What follows belongs to an exercise in optimizing a design on an open flow for small area; a production flow would make more cautious choices. The RTL was checked by simulation tests, not by an equivalence proof against the original design. Power is estimated from default activity; no workload was simulated. The flow treats the clock pin as an ideal source, which a real chip does not have.

==> flow/design.v <==
package cpu_pkg;
  localparam int XLEN     = 64;
  localparam int NUM_REGS = 32;
  localparam int CTRL_W   = 16;
  localparam logic [4:0] ZERO_REG = 5'd31;
endpackage
module rf_wbit
(
  input  logic s,
  input  logic sn,
  input  logic d,
  input  logic q,
  output logic y
);
  assign y = (s & d) | (sn & q);
endmodule
module rf_rsel
(
  input  logic s0,
  input  logic d0,
  input  logic s1,
  input  logic d1,
  input  logic s2,
  input  logic d2,
  output logic y_n
);
  assign y_n = !((s0 & d0) | (s1 & d1) | (s2 & d2));
endmodule
import cpu_pkg::*;
module register_read_stage
(
  input  logic              clk,
  input  logic              reset_n,
  input  logic              RegWriteWB,
  input  logic [4:0]        WriteRegWB,
  input  logic [XLEN-1:0]   FinalWriteData,
  input  logic              in_valid,
  input  logic [4:0]        Rn,
  input  logic [4:0]        Rm,
  input  logic [4:0]        Rd,
  input  logic              MemReadID,
  input  logic [CTRL_W-1:0] CtrlID,
  input  logic              flush,
  output logic [XLEN-1:0]   ReadData1EX,
  output logic [XLEN-1:0]   ReadData2EX,
  output logic [4:0]        RnEX,
  output logic [4:0]        RmEX,
  output logic [4:0]        RdEX,
  output logic              MemReadEX,
  output logic [CTRL_W-1:0] CtrlEX,
  output logic              ValidEX,
  output logic              stall
);
  localparam int NR = NUM_REGS - 1;    
  localparam int NG = NR / 3;          
  logic [XLEN-1:0] regs [NR];
  logic [XLEN-1:0] regs_d [NR];
  logic [NR-1:0]   written;
  logic [NR-1:0]   wsel;
  logic [NR-1:0]   wsel_n;
  logic [NR-1:0]   written_d;
  logic [NR-1:0]   rsel1;      
  logic [NR-1:0]   rsel2;      
  always_comb begin
    for (int i = 0; i < NR; i++) begin
      wsel[i]   = RegWriteWB && (WriteRegWB == 5'(i));
      wsel_n[i] = !wsel[i];
    end
  end
  assign written_d = written | wsel;
  always_ff @(posedge clk or negedge reset_n) begin
    if (!reset_n) begin
      written <= '0;
      rsel1   <= '0;
      rsel2   <= '0;
    end else begin
      written <= written_d;
      for (int i = 0; i < NR; i++) begin
        rsel1[i] <= (Rn == 5'(i)) && written_d[i];
        rsel2[i] <= (Rm == 5'(i)) && written_d[i];
      end
    end
  end
  for (genvar i = 0; i < NR; i++) begin : g_reg
    for (genvar b = 0; b < XLEN; b++) begin : g_bit
      rf_wbit u_w (
        .s (wsel[i]),
        .sn(wsel_n[i]),
        .d (FinalWriteData[b]),
        .q (regs[i][b]),
        .y (regs_d[i][b])
      );
    end
    always_ff @(posedge clk) begin
      regs[i] <= regs_d[i];
    end
  end
  logic [XLEN-1:0] grp1_n [NG];
  logic [XLEN-1:0] grp2_n [NG];
  for (genvar g = 0; g < NG; g++) begin : g_grp
    for (genvar b = 0; b < XLEN; b++) begin : g_bit
      rf_rsel u_r1 (
        .s0(rsel1[3*g]),   .d0(regs[3*g][b]),
        .s1(rsel1[3*g+1]), .d1(regs[3*g+1][b]),
        .s2(rsel1[3*g+2]), .d2(regs[3*g+2][b]),
        .y_n(grp1_n[g][b])
      );
      rf_rsel u_r2 (
        .s0(rsel2[3*g]),   .d0(regs[3*g][b]),
        .s1(rsel2[3*g+1]), .d1(regs[3*g+1][b]),
        .s2(rsel2[3*g+2]), .d2(regs[3*g+2][b]),
        .y_n(grp2_n[g][b])
      );
    end
  end
  always_comb begin
    ReadData1EX = {XLEN{rsel1[NR-1]}} & regs[NR-1];
    ReadData2EX = {XLEN{rsel2[NR-1]}} & regs[NR-1];
    for (int g = 0; g < NG; g++) begin
      ReadData1EX = ReadData1EX | ~grp1_n[g];
      ReadData2EX = ReadData2EX | ~grp2_n[g];
    end
  end
  logic              load_use;
  logic              live;       
  logic [4:0]        rd_q;
  logic              mem_read_q;
  logic [CTRL_W-1:0] ctrl_q;
  logic              valid_q;
  assign RdEX      = live ? rd_q : ZERO_REG;
  assign MemReadEX = live & mem_read_q;
  assign CtrlEX    = live ? ctrl_q : '0;
  assign ValidEX   = live & valid_q;
  assign load_use = ValidEX && MemReadEX && (RdEX != ZERO_REG) && in_valid &&
                    ((RdEX == Rn) || (RdEX == Rm));
  assign stall = load_use && !flush;
  always_ff @(posedge clk or negedge reset_n) begin
    if (!reset_n) begin
      RnEX <= ZERO_REG;
      RmEX <= ZERO_REG;
      live <= 1'b0;
    end else begin
      RnEX <= Rn;
      RmEX <= Rm;
      live <= !(flush || load_use);
    end
  end
  always_ff @(posedge clk) begin
    rd_q       <= Rd;
    mem_read_q <= MemReadID;
    ctrl_q     <= CtrlID;
    valid_q    <= in_valid;
  end
endmodule
==> flow/flow/run.sh <==
#!/bin/bash
# Layout flow: the standard ORFS flow (standard.sh), unchanged except for
# the clock tree synthesis arguments (larger sink clusters, no dummy loads)
# and the cell used to buffer the ports.
set -euo pipefail
export CTS_ARGS="-sink_clustering_enable -repair_clock_nets -dont_use_dummy_load -sink_clustering_size 27 -sink_clustering_max_diameter 110"
export BUFFER_PORTS_ARGS="-buffer_cell sky130_fd_sc_hd__buf_1"
bash standard.sh finish > standard.log 2>&1
==> flow/standard.sh <==
#!/bin/bash
# synth_recipe.tcl (not shown) runs the flow's synth.tcl, then flattens the netlist and writes it again
# the make line also repeats each setting of config.mk as NAME=value (left out here)
make -C /OpenROAD-flow-scripts/flow DESIGN_CONFIG=/design/flow/config.mk WORK_HOME=/design/flow/orfs CLKGATE_MAP_FILE= SYNTH_SCRIPT=/design/flow/synth_recipe.tcl "${@:-finish}"
==> flow/config.mk <==
export PLATFORM = sky130hd
export DESIGN_NAME = register_read_stage
export DESIGN_NICKNAME = register_read_stage
export VERILOG_FILES = /design/flow/design.v
export SDC_FILE = /design/flow/constraint.sdc
export NUM_CORES = 4
export LEC_CHECK = 0
export CAP_MARGIN = 20
export CORE_MARGIN = 2
export CORE_UTILIZATION = 55
export PLACE_DENSITY = 0.7
export SLEW_MARGIN = 20
export SYNTH_HIERARCHICAL = 1
export SYNTH_MINIMUM_KEEP_SIZE = 0
==> flow/constraint.sdc <==
create_clock -name core_clock -period 5.0 [get_ports {clk}]
set_input_delay 1.0000 -clock core_clock [delete_from_list [all_inputs] [get_ports {clk}]]
set_output_delay 1.0000 -clock core_clock [all_outputs]
set_load 0.01 [all_outputs]
==> out/summary.txt, run 1 <==
status: complete, no violations
worst r2r dst: live
final slew viol count: 0
via count: 79206
Design Area, Final: 85900 um^2
CTS Buf Count: 88
Final Net Count: 6849
Leak: 35.1 nW
Root Buffer: clkbuf_16
R2R cell count: 5
Synth Warn #: 12
Post-Syn Area: 78100 um^2
top-area cell type share of the netlist area: 0.514
Area Growth Syn to Fin: 9.96%
cts hold-fix bufs: 0
initial antenna violation count: 16
Crit path required time: 4000 ps
largest net degree at the start of global routing: 77
Post-CTS Resized: 0
Worst Setup Path Type: register to primary output
Final Hold Viols: 0
CP max stage delay: 810 ps
H-tree depth: 3
vias in the first global route: 74923
layout cells sized above 1: 0.0685
Max-Cap Viols: 0
global-route wire length before repair: 527000 um
RSZ-0062 raised after global routing: no
Boundary Pins: 268
post-synth net total: 6311
sequential element share of the synthesized area: 0.548
Placed Area: 83600 um^2
drt total wl: 375000 um
Crit. End Element: primary output
period utilization: 0.915
Final TNS setup: 0 ps
CP startpoint kind: register
Die X: 381 um
I/O Buffers: 267
DP HPWL: 205000 um
Netlist cell types: 50
hold depth: 1
Hold Path End: ctrl_q[9]
crit-path leading delay family: compound AO/OA/AOI/OAI gates
Synth area leaders: dfxtp_1 51%, a22o_1 22%, a222oi_1 16%
Post-synth top cells: 2007 x dfxtp_1, 1984 x a22o_1, 1280 x a222oi_1
maximum clock rate: 218 MHz
Pwr per Cell Area: 419 nW/um^2
final setup vio count: 0
synthesized instance count: 6205
Synth area leader: dfxtp_1
vias per inst: 9.16
setup ws final: 423 ps
FP Rows: 138
drt initial violations: 21956
CTS max path bufs: 3
VDD IR max: 301 uV
Core Box Area: 141000 um^2
number of enable flip-flop cells after synthesis: 0
WP buf/inv: 2
clock-pin slew on the worst setup and hold paths: 100 ps
Detailed Routing Iterations Pass 1: 14
dpl cells: 8542
Final Non-Filler Cells: 8649
hold_sp: CtrlID[9]
FF-to-FF setup slack: 2890 ps
CTS tree: done
Slew @ Worst Pin: 1320 ps
Filler cells: 11462
Remaining Overflow, GRT: 0
worst relative slew slack: 0.119
GRT Total Usage: 0.486
CP max FO: 41
average cell area after synthesis: 12.6 um^2
Routed Antenna Nets: 0
global placement routability congestion: 0.924
Starting Density: 0.553
die area: 145000 um^2
min Tclk post-route: 4580 ps
WL/cell: 43.3 um
die height: 381 um
Synth Flop Type: dfxtp_1
Place WS: 1020 ps
final hold slack: 333 ps
ys async rst share: 0.0493
count leader, synth: dfxtp_1
Post-CTS Setup Repair Bufs: 0
Worst Path Arrival: 3580 ps
Sink Count: 2111
Crit-path slowest cell: dfrtp_4
Yosys reg bits: 2111
final setup skew: 36.9 ps
DRC Markers: 0
worst r2r src: live
crit path cell chain: buf_4 -> a222oi_1 -> nand4_1 -> a2111o_1 -> buf_1
Tightest Hold Check Type: input pin to register
Worst-Skew Late Latency: 780 ps
[modules after synthesis, one instance, submodules excluded]
| module | copies in the design | cell area, um^2 | cells |
|---|---|---|---|
| register_read_stage | 1 | 47900 | 2941 |
| rf_rsel | 1280 | 10.0 | 1 |
| rf_wbit | 1984 | 8.76 | 1 |
[routing by layer]
layer | wire [um] | track usage | vias up | share of wire
li1 | - | - | 29940 | -
met1 | 127000 | 0.612 | 37936 | 0.34
met2 | 147000 | 0.671 | 8979 | 0.39
met3 | 70200 | 0.217 | 2319 | 0.19
met4 | 30300 | 0.312 | 32 | 0.081
met5 | 495 | 0.0155 | - | 0.0013
[final cells by class]
cell class | instances | area, um^2 | area share
flip-flops and latches | 2111 | 43000 | 0.501
clock buffers | 88 | 2200 | 0.0256
well taps | 1890 | 2360 | 0.0275
diodes | 18 | 45.0 | 0.000524
multi-input cells | 3997 | 35200 | 0.410
repair buffers | 478 | 2750 | 0.0320
inverters | 67 | 332 | 0.00386
[report_power, final]
part           switching (W)  internal, W
combinational        0.00205      0.00252
sequential           0.00279       0.0201
clock                0.00539      0.00318
[cell families (layout without fill, tap and decap cells)]
| family | Yosys count | in the layout | share of synthesized area |
|---|---|---|---|
| AOI/OAI and AO/OA | 3404 | 3404 | 0.406 |
| xor gates and xnor gates | 2 | 2 | 0.000224 |
| buffers and inverters | 97 | 633 | 0.00479 |
| DFF | 2111 | 2111 | 0.548 |
| muxes | 1 | 1 | 0.000144 |
| other | 0 | 18 | 0 |
| and+or+nand+nor | 590 | 590 | 0.0411 |
[per-stage QoR]
step | util | power [W]
3_5_place_dp | 0.592 | 0.0274
4_1_cts | 0.608 | 0.0355
6_report | 0.608 | 0.0360
2_1_floorplan | - | 0.0253
3_3_place_gp | 0.592 | 0.0271
5_1_grt | 0.608 | 0.0370
[sequential cells by signal, summed over array words and instances (netlist names), 5 cells and up]
signal   flops
rsel1       31
rsel2       31
RnEX         5
ctrl_q      16
regs      1984
rd_q         5
written     31
RmEX         5
[cells in the final DEF (no fill, tap or decap), types with 34 or more instances in the layout]
master	netlist	final
nand4_1	259	259
nor2_1	34	34
clkbuf_16	0	88
nor3_1	55	55
inv_1	49	36
dfrtp_4	0	62
buf_4	1	200
buf_1	10	264
a22o_1	1984	1984
nand2_1	164	134
dfxtp_1	2007	2007
a2111o_1	128	128
a222oi_1	1280	1280
[worst max-delay path by stage]
stage,cells past startpoint,startpoint,to,slack [ps]
after CTS,5,rsel2[6],ReadData2EX[12],620
final,5,rsel1[5],ReadData1EX[10],420
after global placement,6,WriteRegWB[0],rsel2[0],1050
after floorplan,6,WriteRegWB[1],rsel1[26],1040
after detailed placement,6,WriteRegWB[0],regs[0][17],1020
after global routing,5,rsel2[9],ReadData2EX[18],480
==> run 2: changes to the inputs <==
==> flow/flow/run.sh (replaced) <==
#!/bin/bash
# Layout flow: the standard ORFS flow (standard.sh), unchanged except for
# the clock tree synthesis arguments (larger sink clusters, no dummy loads)
# and the cell used to buffer the ports.
set -euo pipefail
export CTS_ARGS="-sink_clustering_enable -repair_clock_nets -dont_use_dummy_load -sink_clustering_size 30 -sink_clustering_max_diameter 120"
export BUFFER_PORTS_ARGS="-buffer_cell sky130_fd_sc_hd__buf_1"
bash standard.sh finish > standard.log 2>&1
==> out/summary.txt, run 2 <==
synthesized instance count: 6205 (unchanged)
Final TNS setup: 0 ps (unchanged)
number of enable flip-flop cells after synthesis: 0 (unchanged)
top-area cell type share of the netlist area: 0.514 (unchanged)
CTS max path bufs: 3 (unchanged)
final slew viol count: 0 (unchanged)
Slew @ Worst Pin: 1300 ps (was 1320 ps)
Remaining Overflow, GRT: 0 (unchanged)
Synth area leader: dfxtp_1 (unchanged)
Synth Flop Type: dfxtp_1 (unchanged)
WL/cell: 43.2 um (was 43.3 um)
crit-path leading delay family: compound AO/OA/AOI/OAI gates (unchanged)
Final Hold Viols: 0 (unchanged)
die area: 145000 um^2 (unchanged)
Starting Density: 0.553 (unchanged)
vias in the first global route: 74825 (was 74923)
Tightest Hold Check Type: input pin to register (unchanged)
Die X: 381 um (unchanged)
min Tclk post-route: 4680 ps (was 4580 ps)
hold depth: 1 (unchanged)
global placement routability congestion: 0.924 (unchanged)
worst r2r dst: live (unchanged)
average cell area after synthesis: 12.6 um^2 (unchanged)
Boundary Pins: 268 (unchanged)
Levels on crit path: 4 (was 5)
Root Buffer: clkbuf_16 (unchanged)
drt total wl: 373000 um (was 375000 um)
CP max stage delay: 790 ps (was 810 ps)
Final Net Count: 6844 (was 6849)
Pwr per Cell Area: 415 nW/um^2 (was 419 nW/um^2)
Sink Count: 2111 (unchanged)
CP Capture Point: ReadData2EX[59] (was ReadData1EX[10])
cts hold-fix bufs: 0 (unchanged)
largest net degree at the start of global routing: 77 (unchanged)
Synth area leaders: dfxtp_1 51%, a22o_1 22%, a222oi_1 16% (unchanged)
Core Box Area: 141000 um^2 (unchanged)
DP HPWL: 205000 um (unchanged)
final setup vio count: 0 (unchanged)
number of flip-flops under the largest register name: 1984 (unchanged)
WP buf/inv: 1 (was 2)
maximum clock rate: 214 MHz (was 218 MHz)
ys async rst share: 0.0493 (unchanged)
global-route wire length before repair: 526000 um (was 527000 um)
Synth Warn #: 12 (unchanged)
Crit-path slowest cell: dfrtp_4 (unchanged)
CP max FO: 64 (was 41)
GRT Total Usage: 0.486 (about the same)
RSZ-0062 raised after global routing: no (unchanged)
sequential element share of the synthesized area: 0.548 (unchanged)
drt initial violations: 22586 (was 21956)
post-layout util: 0.608 (about the same)
count leader, synth: dfxtp_1 (unchanged)
status: complete, no violations (unchanged)
R2R cell count: 5 (unchanged)
FP Rows: 138 (unchanged)
I/O Buffers: 267 (unchanged)
Worst Setup Path Type: register to primary output (unchanged)
Worst-Skew Late Latency: 790 ps (was 780 ps)
initial antenna violation count: 22 (was 16)
Crit. End Element: primary output (unchanged)
critical path startpoint: rsel2[18] (was rsel1[5])
worst r2r src: live (unchanged)
die height: 381 um (unchanged)
post-synth net total: 6311 (unchanged)
Routed Antenna Nets: 0 (unchanged)
Post-synth top cells: 2007 x dfxtp_1, 1984 x a22o_1, 1280 x a222oi_1 (unchanged)
Post-CTS Setup Repair Bufs: 0 (unchanged)
VDD IR max: 333 uV (was 301 uV)
period utilization: 0.935 (was 0.915)
Leak: 35.1 nW (about the same)
H-tree depth: 3 (unchanged)
crit path cell chain: a222oi_1 -> nand4_1 -> a2111o_1 -> buf_1 (was buf_4 -> a222oi_1 -> nand4_1 -> a2111o_1 -> buf_1)
DRC Markers: 0 (unchanged)
final setup skew: 31.3 ps (was 36.9 ps)
Netlist cell types: 50 (unchanged)
FF-to-FF setup slack: 2900 ps (was 2890 ps)
Yosys reg bits: 2111 (unchanged)
Post-CTS Resized: 0 (unchanged)
Area Growth Syn to Fin: 9.83% (was 9.96%)
clock-pin slew on the worst setup and hold paths: 110 ps (was 100 ps)
CTS tree: done (unchanged)
via count: 78785 (was 79206)
worst relative slew slack: 0.134 (was 0.119)
Detailed Routing Iterations Pass 1: 14 (unchanged)
Post-Syn Area: 78100 um^2 (unchanged)
CTS Buf Count: 80 (was 88)
Max-Cap Viols: 0 (unchanged)
Crit path required time: 4000 ps (about the same)
layout cells sized above 1: 0.0678 (was 0.0685)
most frequent cells in the layout: 2007 x dfxtp_1, 1984 x a22o_1, 1280 x a222oi_1 (unchanged)
commonest non-fill, non-tap cell in the layout: dfxtp_1 (unchanged)
Reg with most FFs: regs (unchanged)
vias per inst: 9.11 (was 9.16)
CP startpoint kind: register (unchanged)
Worst Path Arrival: 3680 ps (was 3580 ps)
-- run 2: cell count changes in the layout (fill, tap and decap cells not counted) --
| cell | before | now |
|---|---|---|
| clkbuf_16 | 88 | 80 |
| diode_2 | 18 | 24 |
| buf_16 | 1 | 4 |
| inv_4 | 30 | 31 |
| inv_6 | 1 | 0 |
-- run 2: worst min-delay path by stage --
stage / slack (ps) / startpoint / endpoint
after floorplan: 430 / written[30] / written[30]
after global placement: 440 / written[25] / written[25]
after detailed placement: 440 / written[17] / written[17]
after CTS: 310 / CtrlID[1] / ctrl_q[1]
after global routing: 290 / CtrlID[10] / ctrl_q[10]
final: 310 / CtrlID[9] / ctrl_q[9]
-- run 2: layout make-up --
class,count,area [um^2]
inverters,67,329
repair buffers,481,2830
well taps,1890,2360
fillers,11465,55400
clock buffers,80,2000
diodes,24,60.1
multi-input cells,3997,35200
flip-flops and latches,2111,43000
-- run 2: Yosys stat by module (local to each module, per instance) --
module,flops+latches,copies in the design
rf_wbit,0,1984
rf_rsel,0,1280
register_read_stage,2111,1
-- run 2: metal layers --
metal	up-vias	track usage	share of wire
li1	29933	-	-
met1	38009	0.610	0.34
met2	8561	0.671	0.39
met3	2254	0.216	0.18
met4	28	0.319	0.082
met5	-	0.0103	0.0011
-- run 2: kinds of logic after synthesis --
logic type | synth area share
DFF | 0.548
muxes | 0.000144
xor gates and xnor gates | 0.000224
and+or+nand+nor | 0.0411
buffers and inverters | 0.00479
AOI/OAI and AO/OA | 0.406
-- run 2: stage by stage --
step	hold slack (ps)	std cells	worst slack, ps	area [um^2]	power, W
5_1_grt	293	8628	424	85800	0.0366
4_1_cts	310	8622	620	85600	0.0352
2_1_floorplan	428	6205	1040	78100	0.0253
3_5_place_dp	445	8542	1020	83600	0.0274
6_report	309	8650	323	85800	0.0356
3_3_place_gp	437	8541	1050	83600	0.0271
-- run 2: report_power, final --
part	total [W]	switching, W	internal (W)
clock network	0.00823	0.00532	0.00291
logic	0.00457	0.00205	0.00252
registers	0.0228	0.00279	0.0201
total	0.0356	0.0102	0.0255
==> run 3: changes to the inputs <==
--- a/flow/config.mk
+++ b/flow/config.mk
@@ -8,6 +8,6 @@
 export CAP_MARGIN = 20
 export CORE_MARGIN = 2
-export CORE_UTILIZATION = 55
-export PLACE_DENSITY = 0.7
+export CORE_UTILIZATION = 48
+export PLACE_DENSITY = 0.62
 export SLEW_MARGIN = 20
 export SYNTH_HIERARCHICAL = 1
==> out/summary.txt, run 3 <==
Sw Share: 0.285 (about the same)
GRT Total Usage: 0.441 (was 0.486)
DP HPWL: 215000 um (was 205000 um)
crit-path leading delay family: compound AO/OA/AOI/OAI gates (unchanged)
Design Area, Final: 86300 um^2 (was 85800 um^2)
Post-Syn Area: 78100 um^2 (unchanged)
die area: 166000 um^2 (was 145000 um^2)
Synth area leader: dfxtp_1 (unchanged)
commonest non-fill, non-tap cell in the layout: dfxtp_1 (unchanged)
Routed Antenna Nets: 0 (unchanged)
Crit path required time: 4000 ps (about the same)
CP startpoint kind: register (unchanged)
P_int: 0.0255 W (about the same)
min Tclk post-route: 4600 ps (was 4680 ps)
Starting Density: 0.482 (was 0.553)
I/O Buffers: 267 (unchanged)
vias per inst: 8.67 (was 9.11)
most frequent cells in the layout: 2007 x dfxtp_1, 1984 x a22o_1, 1280 x a222oi_1 (unchanged)
Sink Count: 2111 (unchanged)
layout cells sized above 1: 0.0703 (was 0.0678)
VDD IR max: 369 uV (was 333 uV)
cts hold-fix bufs: 0 (unchanged)
Synth area leaders: dfxtp_1 51%, a22o_1 22%, a222oi_1 16% (unchanged)
CTS max path bufs: 3 (unchanged)
Tightest Hold Check Type: input pin to register (unchanged)
Final Non-Filler Cells: 8940 (was 8650)
Remaining Overflow, GRT: 0 (unchanged)
FP Rows: 148 (was 138)
Comb power frac: 0.128 (about the same)
synthesized instance count: 6205 (unchanged)
initial antenna violation count: 17 (was 22)
Final TNS setup: 0 ps (unchanged)
ys async rst share: 0.0493 (unchanged)
Yosys reg bits: 2111 (unchanged)
Synth Warn #: 12 (unchanged)
maximum clock rate: 217 MHz (was 214 MHz)
clock-pin slew on the worst setup and hold paths: 110 ps (about the same)
worst relative slew slack: 0.121 (was 0.134)
number of flip-flops under the largest register name: 1984 (unchanged)
final slew viol count: 0 (unchanged)
Worst Path Arrival: 3600 ps (was 3680 ps)
Netlist cell types: 50 (unchanged)
Leak: 35.2 nW (was 35.1 nW)
global-route wire length before repair: 542000 um (was 526000 um)
largest net degree at the start of global routing: 71 (was 77)
RSZ-0062 raised after global routing: no (unchanged)
Worst-Skew Late Latency: 760 ps (was 790 ps)
CTS tree: done (unchanged)
Worst Setup Path Type: register to primary output (unchanged)
dpl cells: 8850 (was 8542)
Root Buffer: clkbuf_16 (unchanged)
Post-CTS Setup Repair Bufs: 0 (unchanged)
final setup vio count: 0 (unchanged)
CTS Buf Count: 80 (unchanged)
status: complete, no violations (unchanged)
Core Box Area: 162000 um^2 (was 141000 um^2)
top-area cell type share of the netlist area: 0.514 (unchanged)
drt total wl: 389000 um (was 373000 um)
CP max FO: 37 (was 64)
Filler cells: 14065 (was 11465)
Synth Flop Type: dfxtp_1 (unchanged)
Reg with most FFs: regs (unchanged)
post-layout util: 0.532 (was 0.608)
Crit. End Element: primary output (unchanged)
average cell area after synthesis: 12.6 um^2 (unchanged)
Crit-path slowest cell: dfrtp_4 (unchanged)
sequential element share of the synthesized area: 0.548 (unchanged)
Final Net Count: 6864 (was 6844)
Reg power frac: 0.639 (was 0.641)
DRC Markers: 0 (unchanged)
Post-CTS Resized: 0 (unchanged)
number of enable flip-flop cells after synthesis: 0 (unchanged)
drt initial violations: 20228 (was 22586)
setup ws final: 399 ps (was 323 ps)
Net Sw Power: 0.0102 W (about the same)
final setup skew: 9.05 ps (was 31.3 ps)
Post-synth top cells: 2007 x dfxtp_1, 1984 x a22o_1, 1280 x a222oi_1 (unchanged)
Boundary Pins: 268 (unchanged)
Die X: 407 um (was 381 um)
WP buf/inv: 2 (was 1)
global placement routability congestion: 0.920 (was 0.924)
H-tree depth: 3 (unchanged)
vias in the first global route: 73664 (was 74825)
Final Hold Viols: 0 (unchanged)
die height: 407 um (was 381 um)
Slew @ Worst Pin: 1320 ps (was 1300 ps)
Pwr per Cell Area: 413 nW/um^2 (was 415 nW/um^2)
crit path cell chain: buf_4 -> a222oi_1 -> nand4_1 -> a2111o_1 -> buf_1 (was a222oi_1 -> nand4_1 -> a2111o_1 -> buf_1)
CP max stage delay: 840 ps (was 790 ps)
count leader, synth: dfxtp_1 (unchanged)
post-synth net total: 6311 (unchanged)
Place WS: 1270 ps (was 1020 ps)
Placed Area: 84300 um^2 (was 83600 um^2)
clock network power share: 0.233 (was 0.231)
Max-Cap Viols: 0 (unchanged)
Area Growth Syn to Fin: 10.5% (was 9.83%)
period utilization: 0.920 (was 0.935)
Detailed Routing Iterations Pass 1: 14 (unchanged)
WL/cell: 43.5 um (was 43.2 um)
via count: 77535 (was 78785)
## run 3: cell types whose count changed in the layout (fill, tap and decap cells not counted), sizes merged
cell    change
clkbuf      -1
diode      -15
buf        +21
## run 3: layer usage
layer	global-route usage	vias to the layer above	wire length, um
li1	-	29928	-
met2	0.612	8068	155000
met3	0.171	1851	66700
met1	0.573	37660	138000
met5	0.00747	-	294
met4	0.272	28	28700
## run 3: cell families after synthesis
family	count (synthesis)	synth area share
compound gates	3404	0.406
flops	2111	0.548
xor+xnor	2	0.000224
simple gates	590	0.0411
mux	1	0.000144
buf+inv	97	0.00479
## run 3: per-stage QoR
stage / hold WS, ps / power (W)
final: 318 / 0.0357
after global routing: 306 / 0.0368
after CTS: 300 / 0.0353
after detailed placement: 441 / 0.0274
after global placement: 440 / 0.0271
after floorplan: 428 / 0.0253
## run 3: final timing paths
path,depth (start not counted),slack (ps),from,end
worst max-delay path,5,400,rsel2[12],ReadData2EX[40]
worst min register to register,2,470,written[12],written[12]
min in group asynchronous,1,400,reset_n,live
max in group asynchronous,2,3500,reset_n,rsel1[21]
worst min-delay path,1,320,Rd[3],rd_q[3]
worst max register to register,5,3070,live,live
## run 3: power groups by stage
stage | Clock, W | Sequential, W | Combinational, W
floorplan | 0 | 0.0222 | 0.00312
global placement | 0 | 0.0228 | 0.00429
detailed placement | 0 | 0.0229 | 0.00444
CTS | 0.00825 | 0.0226 | 0.00445
global route | 0.00877 | 0.0231 | 0.00487
finish | 0.00829 | 0.0228 | 0.00456
## run 3: final cells by class
| type | instances | area (um^2) | area share |
|---|---|---|---|
| multi-input cells | 3997 | 35200 | 0.408 |
| repair buffers | 501 | 3020 | 0.0350 |
| diodes | 9 | 22.5 | 0.000261 |
| flip-flops and latches | 2111 | 43000 | 0.498 |
| clock buffers | 80 | 2000 | 0.0232 |
| inverters | 67 | 329 | 0.00381 |
| well taps | 2175 | 2720 | 0.0315 |
## run 3: worst reg2reg max path: stages, from the launching register on
cell       delay [ps]
dfrtp_1           790
and2_2            290
o2111ai_1         190
a2111oi_2         250
a22oi_1           160
nor2b_4           150
## run 3: modules after synthesis (local to each module, per instance)
module               copies in the design  cells  area (um^2)
register_read_stage                     1   2941        47900
rf_wbit                              1984      1         8.76
rf_rsel                              1280      1         10.0

[static timing again, ports no longer ideal]
The flow's constraints put no driver on any port. The routed layouts listed below were extracted and timed again, unchanged, in two steps.
Step 1, drivers: a clkbuf_16 drives clk and a buf_2 each remaining input, both assumed.
Step 2 times the ports against the registers' clock, not the clock port: input delays grow and output delays shrink by t, the midpoint of the rising clock arrivals with the driver on.
a / b / c = ideal ports / drivers / drivers and shift; a / b = the first two.
run	t, ns	setup slack, ns	worst hold slack (ns)	latest minus earliest clock arrival (ns)	worst register clock-pin slew, ns
run 1	0.853	0.423 / 0.329 / 0.767	0.333 / 0.261 / 0.470	0.073 / 0.073	0.12 / 0.12
run 2	0.858	0.323 / 0.229 / 0.801	0.309 / 0.238 / 0.473	0.073 / 0.074	0.12 / 0.12
run 3	0.837	0.399 / 0.310 / 1.097	0.318 / 0.253 / 0.468	0.058 / 0.059	0.12 / 0.12
After both steps every run listed still meets setup and hold.
